Context: an optimization exercise on an open-source flow, tuned for small area, a short achievable clock period and few clock cycles. The choices shown serve that exercise and are no tape-out recipe. Only simulation tests tie the RTL to the original design; equivalence was not proved. Power figures rest on the tool's default switching activity, not on a simulated workload.

### design/flow/config.mk
export PLATFORM = sky130hd
export DESIGN_NAME = dctq_rle_encoder
export DESIGN_NICKNAME = dctq_rle_encoder
export VERILOG_FILES = /design/flow/design.v
export SDC_FILE = /design/flow/constraint.sdc
export NUM_CORES = 4
export LEC_CHECK = 0
export CAP_MARGIN = 20
export CORE_MARGIN = 2
export CORE_UTILIZATION = 40
export SLEW_MARGIN = 20
### design/flow/constraint.sdc
create_clock -name core_clock -period 5.5 [get_ports {clk}]
set_input_delay 1.1000 -clock core_clock [delete_from_list [all_inputs] [get_ports {clk}]]
set_output_delay 1.1000 -clock core_clock [all_outputs]
set_load 0.01 [all_outputs]
### design/flow/design.v
package dctq_rle_pkg;
  localparam int DW_DEFAULT = 9;
  typedef enum logic [1:0] {
    S_IDLE,
    S_SCAN,
    S_EOB
  } state_t;
  typedef struct packed {
    logic [5:0]            run;
    logic [DW_DEFAULT-1:0] level;
    logic                  last;
  } token_t;
  function automatic logic [5:0] zz(input logic [5:0] k);
    case (k)
      6'd0 : zz = 6'd0;
      6'd1 : zz = 6'd1;
      6'd2 : zz = 6'd8;
      6'd3 : zz = 6'd16;
      6'd4 : zz = 6'd9;
      6'd5 : zz = 6'd2;
      6'd6 : zz = 6'd3;
      6'd7 : zz = 6'd10;
      6'd8 : zz = 6'd17;
      6'd9 : zz = 6'd24;
      6'd10: zz = 6'd32;
      6'd11: zz = 6'd25;
      6'd12: zz = 6'd18;
      6'd13: zz = 6'd11;
      6'd14: zz = 6'd4;
      6'd15: zz = 6'd5;
      6'd16: zz = 6'd12;
      6'd17: zz = 6'd19;
      6'd18: zz = 6'd26;
      6'd19: zz = 6'd33;
      6'd20: zz = 6'd40;
      6'd21: zz = 6'd48;
      6'd22: zz = 6'd41;
      6'd23: zz = 6'd34;
      6'd24: zz = 6'd27;
      6'd25: zz = 6'd20;
      6'd26: zz = 6'd13;
      6'd27: zz = 6'd6;
      6'd28: zz = 6'd7;
      6'd29: zz = 6'd14;
      6'd30: zz = 6'd21;
      6'd31: zz = 6'd28;
      6'd32: zz = 6'd35;
      6'd33: zz = 6'd42;
      6'd34: zz = 6'd49;
      6'd35: zz = 6'd56;
      6'd36: zz = 6'd57;
      6'd37: zz = 6'd50;
      6'd38: zz = 6'd43;
      6'd39: zz = 6'd36;
      6'd40: zz = 6'd29;
      6'd41: zz = 6'd22;
      6'd42: zz = 6'd15;
      6'd43: zz = 6'd23;
      6'd44: zz = 6'd30;
      6'd45: zz = 6'd37;
      6'd46: zz = 6'd44;
      6'd47: zz = 6'd51;
      6'd48: zz = 6'd58;
      6'd49: zz = 6'd59;
      6'd50: zz = 6'd52;
      6'd51: zz = 6'd45;
      6'd52: zz = 6'd38;
      6'd53: zz = 6'd31;
      6'd54: zz = 6'd39;
      6'd55: zz = 6'd46;
      6'd56: zz = 6'd53;
      6'd57: zz = 6'd60;
      6'd58: zz = 6'd61;
      6'd59: zz = 6'd54;
      6'd60: zz = 6'd47;
      6'd61: zz = 6'd55;
      6'd62: zz = 6'd62;
      6'd63: zz = 6'd63;
      default: zz = 6'd0;
    endcase
  endfunction
endpackage
module dctq_pingpong_ram #(
  parameter int DW = 9
) (
  input  logic          clk,
  input  logic          wr_en,
  input  logic          wr_bank,
  input  logic [5:0]    wr_addr,
  input  logic [DW-1:0] wr_dat,
  input  logic          rd_bank,
  input  logic [5:0]    rd_addr,
  output logic [DW-1:0] rd_dat
);
  logic [DW-1:0] mem [128];
  logic [DW-1:0] rd_dat_q;
  always_ff @(posedge clk) begin
    if (wr_en) begin
      mem[{wr_bank, wr_addr}] <= wr_dat;
    end
  end
  always_ff @(posedge clk) begin
    rd_dat_q <= mem[{rd_bank, rd_addr}];
  end
  assign rd_dat = rd_dat_q;
endmodule
module dctq_rle_encoder #(
  parameter int DW = dctq_rle_pkg::DW_DEFAULT
) (
  input  logic          clk,
  input  logic          reset_n,
  input  logic [DW-1:0] dctq,
  input  logic          dctq_valid,
  input  logic [5:0]    addr,
  output logic          hold,
  output logic          rle_valid,
  output logic [5:0]    rle_run,
  output logic [DW-1:0] rle_level,
  output logic          rle_last,
  input  logic          rle_ready,
  output logic          overrun
);
  logic          wb_q, wb_d;
  logic [5:0]    wcnt_q, wcnt_d;
  logic [1:0]    full_q, full_d, full_set, full_clr;
  logic          hold_q, hold_d;
  logic          overrun_q, overrun_d;
  logic          wr_en;
  dctq_rle_pkg::state_t        state_q, state_d;
  logic          rb_q, rb_d;
  logic [6:0]    k_q, k_d;
  logic [5:0]    run_q, run_d;
  logic          ev_q, ev_d;
  logic [5:0]    ek_q, ek_d;
  logic          rle_valid_q, rle_valid_d;
  logic [5:0]    rle_run_q, rle_run_d;
  logic [DW-1:0] rle_level_q, rle_level_d;
  logic          rle_last_q, rle_last_d;
  logic          stall;
  logic [5:0]    rd_addr;
  logic [DW-1:0] coef;
  dctq_pingpong_ram #(.DW(DW)) u_ram (
    .clk     (clk),
    .wr_en   (wr_en),
    .wr_bank (wb_q),
    .wr_addr (addr),
    .wr_dat  (dctq),
    .rd_bank (rb_q),
    .rd_addr (rd_addr),
    .rd_dat  (coef)
  );
  always_comb begin
    wr_en     = dctq_valid & ~hold_q;
    wb_d      = wb_q;
    wcnt_d    = wcnt_q;
    full_set  = 2'b00;
    overrun_d = overrun_q | (dctq_valid & hold_q);
    if (wr_en) begin
      if (wcnt_q == 6'd63) begin
        full_set[wb_q] = 1'b1;
        wb_d           = ~wb_q;
        wcnt_d         = 6'd0;
      end else begin
        wcnt_d = wcnt_q + 6'd1;
      end
    end
    full_d = (full_q | full_set) & ~full_clr;
    hold_d = full_d[wb_d];
  end
  always_comb begin
    state_d     = state_q;
    rb_d        = rb_q;
    k_d         = k_q;
    run_d       = run_q;
    ev_d        = ev_q;
    ek_d        = ek_q;
    full_clr    = 2'b00;
    rle_valid_d = rle_valid_q & ~rle_ready;
    rle_run_d   = rle_run_q;
    rle_level_d = rle_level_q;
    rle_last_d  = rle_last_q;
    stall       = rle_valid_q & ~rle_ready;
    rd_addr     = stall ? dctq_rle_pkg::zz(ek_q) : dctq_rle_pkg::zz(k_q[5:0]);
    case (state_q)
      dctq_rle_pkg::S_IDLE: begin
        if (full_q[rb_q]) begin
          state_d = dctq_rle_pkg::S_SCAN;
          k_d     = 7'd0;
          run_d   = 6'd0;
          ev_d    = 1'b0;
        end
      end
      dctq_rle_pkg::S_SCAN: begin
        if (!stall) begin
          if (!k_q[6]) begin
            ev_d = 1'b1;
            ek_d = k_q[5:0];
            k_d  = k_q + 7'd1;
          end else begin
            ev_d = 1'b0;
          end
          if (ev_q) begin
            if (ek_q == 6'd0 || coef != '0) begin
              rle_valid_d = 1'b1;
              rle_run_d   = run_q;
              rle_level_d = coef;
              rle_last_d  = 1'b0;
              run_d       = 6'd0;
            end else begin
              run_d = run_q + 6'd1;
            end
            if (ek_q == 6'd63) begin
              state_d = dctq_rle_pkg::S_EOB;
            end
          end
        end
      end
      dctq_rle_pkg::S_EOB: begin
        if (rle_valid_q && rle_last_q) begin
          if (rle_ready) begin
            full_clr[rb_q] = 1'b1;
            rb_d           = ~rb_q;
            state_d        = dctq_rle_pkg::S_IDLE;
          end
        end else if (!stall) begin
          rle_valid_d = 1'b1;
          rle_run_d   = 6'd0;
          rle_level_d = '0;
          rle_last_d  = 1'b1;
        end
      end
      default: state_d = dctq_rle_pkg::S_IDLE;
    endcase
  end
  always_ff @(posedge clk) begin
    if (!reset_n) begin
      wb_q        <= 1'b0;
      wcnt_q      <= 6'd0;
      full_q      <= 2'b00;
      hold_q      <= 1'b0;
      overrun_q   <= 1'b0;
      state_q     <= dctq_rle_pkg::S_IDLE;
      rb_q        <= 1'b0;
      k_q         <= 7'd0;
      run_q       <= 6'd0;
      ev_q        <= 1'b0;
      ek_q        <= 6'd0;
      rle_valid_q <= 1'b0;
      rle_run_q   <= 6'd0;
      rle_level_q <= '0;
      rle_last_q  <= 1'b0;
    end else begin
      wb_q        <= wb_d;
      wcnt_q      <= wcnt_d;
      full_q      <= full_d;
      hold_q      <= hold_d;
      overrun_q   <= overrun_d;
      state_q     <= state_d;
      rb_q        <= rb_d;
      k_q         <= k_d;
      run_q       <= run_d;
      ev_q        <= ev_d;
      ek_q        <= ek_d;
      rle_valid_q <= rle_valid_d;
      rle_run_q   <= rle_run_d;
      rle_level_q <= rle_level_d;
      rle_last_q  <= rle_last_d;
    end
  end
  assign hold      = hold_q;
  assign overrun   = overrun_q;
  assign rle_valid = rle_valid_q;
  assign rle_run   = rle_run_q;
  assign rle_level = rle_level_q;
  assign rle_last  = rle_last_q;
endmodule
### design/flow/run.sh
#!/bin/bash
# synth_recipe.tcl (not shown) runs the flow's synth.tcl, then flattens the netlist and writes it again
# the make line also repeats each setting of config.mk as NAME=value (left out here)
make -C /OpenROAD-flow-scripts/flow DESIGN_CONFIG=/design/flow/config.mk WORK_HOME=/design/flow/orfs CLKGATE_MAP_FILE= SYNTH_SCRIPT=/design/flow/synth_recipe.tcl finish
==> impl_metrics.ini <==
[setup_path]
worst_setup_path_start_kind = input port
cp-end-kind = register
crit_arrival_ns = 5.21
worst-path-max-fanout = 17
cp.required_ns = 6.14
crit_type = in2reg

[global_routing]
antenna_found_initial = 5
grt_pass1_wl_um = 197000
grt_usage = 0.210
gr-total-overflow = 0
grt_pass1_vias = 28300
grt_max_degree = 90

[sta]
holdWs_ns = 0.465
finalClockSkew_ns = 0.0336
rsz0062_at_grt = false
report.final.hold_viol_count = 0
post-route-period-util = 0.831
setup_viol = 0
relSlewSlack = 0.228
slew_viol_final = 0
max_freq_ghz = 0.219
tns_ns = 0
worst-slew-pin-transition_ns = 1.16
fin_crit_ns = 4.57

[routing]
drt-total-wl_um = 134000
routedWlPerCell_um = 26.6
drt_iter0_markers = 3987
drc = 0
firstDrtPassIters = 8
via_per_inst = 5.81
ant_nets = 0
vias = 29300

[yosys]
yosys_warnings = 2
ys_ff_latch = 1224
syn_area_per_cell_sq_um = 15.5
synth_cells = 3201
synth_ff_type = edfxtp_1
ys_types = 79
synth_edf_count = 1152
synth_seq_area_share = 0.729
synth_area_sq_um = 49500
async_reset_ff_frac = 0
syn_nets = 3252

[cts]
cts_setup_buffers = 0
cts_tree = yes
hold_buffers = 0
cts_num_sinks = 1224
clk_latency_ns = 0.71
clk_pin_slew_ns = 0.06
numCtsBuffers = 119
clock_path_buffers = 3
cts_resized = 0
cts_root_buf = clkbuf_16
htree_num_levels = 3

[floorplanning]
start_util = 0.402
ios = 38
row_count = 129
die_area_sq_um = 126000
die_h_um = 356
die_w_um = 356
core_sq_um = 123000

[placed_design]
globalplace.congestion = 0.901
port_buffers = 37
post-dp-hpwl_um = 85000

[pwr]
power.density_nw_per_um2 = 330
irDropWorstVdd_uv = 250
p_leak_nw = 17.9

[cells_and_area]
fillCellCount = 10600
drive_gt1_frac = 0.135
most-common-layout-cells = edfxtp_1 (1152), nand2_1 (518), nor2_1 (190), mux2i_1 (170), a21oi_1 (128)
layout_commonest_cell = edfxtp_1
antenna_cells = 0
fin_nets = 3364
area_growth_pct = 13.2

[min_path]
hold_path.class = reg2reg

[run]
maxCapViolCount = 0

[outcome]
status = timing/DRC/antenna clean
==> worst max-delay path, cell delays in order <==
cell and delay, ns:
clkdlybuf4s50_1 0.57, nand2b_1 0.40, a21oi_4 0.48, buf_4 0.28
nor2_4 0.13, buf_4 0.25, buf_4 0.21, a32oi_1 0.35
a21oi_1 0.12, nor4_1 0.76, nand2_1 0.29, a41oi_1 0.23
==> cell families (layout without fill, tap and decap cells) <==
family                     Yosys count  count (layout)  synth area share
DFF                               1224            1224             0.729
and+or+nand+nor                    979             979            0.0863
AOI/OAI and AO/OA                  460             460            0.0660
muxes                              287             287            0.0867
buffers and inverters              208             418            0.0224
adders and majority gates           32              32           0.00810
xor gates and xnor gates            11              11           0.00195
==> per-layer routing <==
| layer | vias up | routed length, um | global-route usage |
|---|---|---|---|
| met3 | 256 | 12200 | 0.0423 |
| met1 | 14900 | 56700 | 0.302 |
| met4 | 10 | 4090 | 0.0638 |
| met2 | 1457 | 61200 | 0.323 |
| met5 | - | 57 | 0 |
| li1 | 12700 | - | - |
==> flip-flops by register name, indices dropped and copies added (netlist names), named ones only <==
register and flops:
wb_q 1, rle_valid_q 1, rb_q 1, rle_level_q 9, k_q 7, ek_q 6, rle_run_q 6, u_ram.mem 1152
run_q 6, u_ram.rd_dat_q 9, ev_q 1, hold_q 1, state_q 2, rle_last_q 1, wcnt_q 6, overrun_q 1
full_q 2
==> worst paths after layout <==
check                                   from                end  slack, ns  cells past startpoint
worst max-delay path               rle_ready  u_ram.rd_dat_q[1]       0.93                     12
worst min-delay path            rle_run_q[5]       rle_run_q[5]       0.47                      2
worst max register to register   rle_valid_q  u_ram.rd_dat_q[1]       1.43                     11
worst min register to register  rle_run_q[5]       rle_run_q[5]       0.47                      2
==> synthesized netlist by cell type (9+ instances only) <==
cell type,n,share of area
a21oi_1,128,0.013
a221oi_1,27,0.0048
a22o_1,10,0.0018
a22oi_1,20,0.0030
a31oi_1,32,0.0040
a32oi_1,117,0.021
and3_1,10,0.0013
buf_2,66,0.0067
buf_4,23,0.0035
buf_6,13,0.0030
clkbuf_1,69,0.0052
dfxtp_1,72,0.029
edfxtp_1,1152,0.70
ha_1,32,0.0081
inv_1,22,0.0017
mux2i_1,170,0.034
mux4_1,18,0.0096
mux4_2,88,0.040
nand2_1,518,0.039
nand2b_1,23,0.0029
nand3_1,104,0.011
nand3b_1,21,0.0032
nand4_1,27,0.0034
nor2_1,198,0.015
nor3_1,18,0.0018
nor4_1,21,0.0027
o2111ai_1,9,0.0016
o211ai_1,9,0.0014
o21ai_0,45,0.0046
==> area by class of cell <==
type,instances,area (sq um),area share
timing repair buffer,174,1620,0.0290
sequential,1224,36000,0.643
inverter,25,93.8,0.00168
clock inverter,63,497,0.00887
tap,1637,2050,0.0366
clock buffer,156,3310,0.0591
multi-input combinational,1769,12400,0.221
==> through the flow <==
stage	power, mW	cells	setup WS, ns	instance area (sq um)	utilization
6_report	18.5	5048	0.930	56000	0.455
5_1_grt	18.9	5048	0.757	56000	0.455
4_1_cts	18.6	5046	0.994	56000	0.454
3_5_place_dp	10.7	4827	0.261	52200	0.423
3_3_place_gp	10.7	4826	0.240	52100	0.423
2_1_floorplan	10.4	3201	2.16	49500	-
==> where the power goes <==
group          internal, mW  switching, mW
Combinational        0.0305          0.227
Clock                  4.54           3.47
Sequential             10.2        0.00516
Testbench counts, summed over its fixed seeds: cycles 41,928.

separate check: timing with driven ports:
The flow's constraints put no driver on any port. The routed layout listed below was extracted and timed again, unchanged, in two steps.
Step 1 assumes that a clkbuf_16 drives the clock port and a buf_2 every other input.
Step 2 times the ports against the registers' clock, not the clock port: input delays grow and output delays shrink by t, the midpoint of the rising clock arrivals with the driver on.
a / b / c = ideal ports / drivers / drivers and shift; a / b = the first two.
t (ns): 0.773
setup slack, ns: 0.930 / 0.979 / 0.206
worst register clock-pin slew, ns: 0.07 / 0.07
After both steps this run still meets setup and hold. The setup slack of this run moves by +0.049 ns with the drivers and by -0.724 ns with both steps.
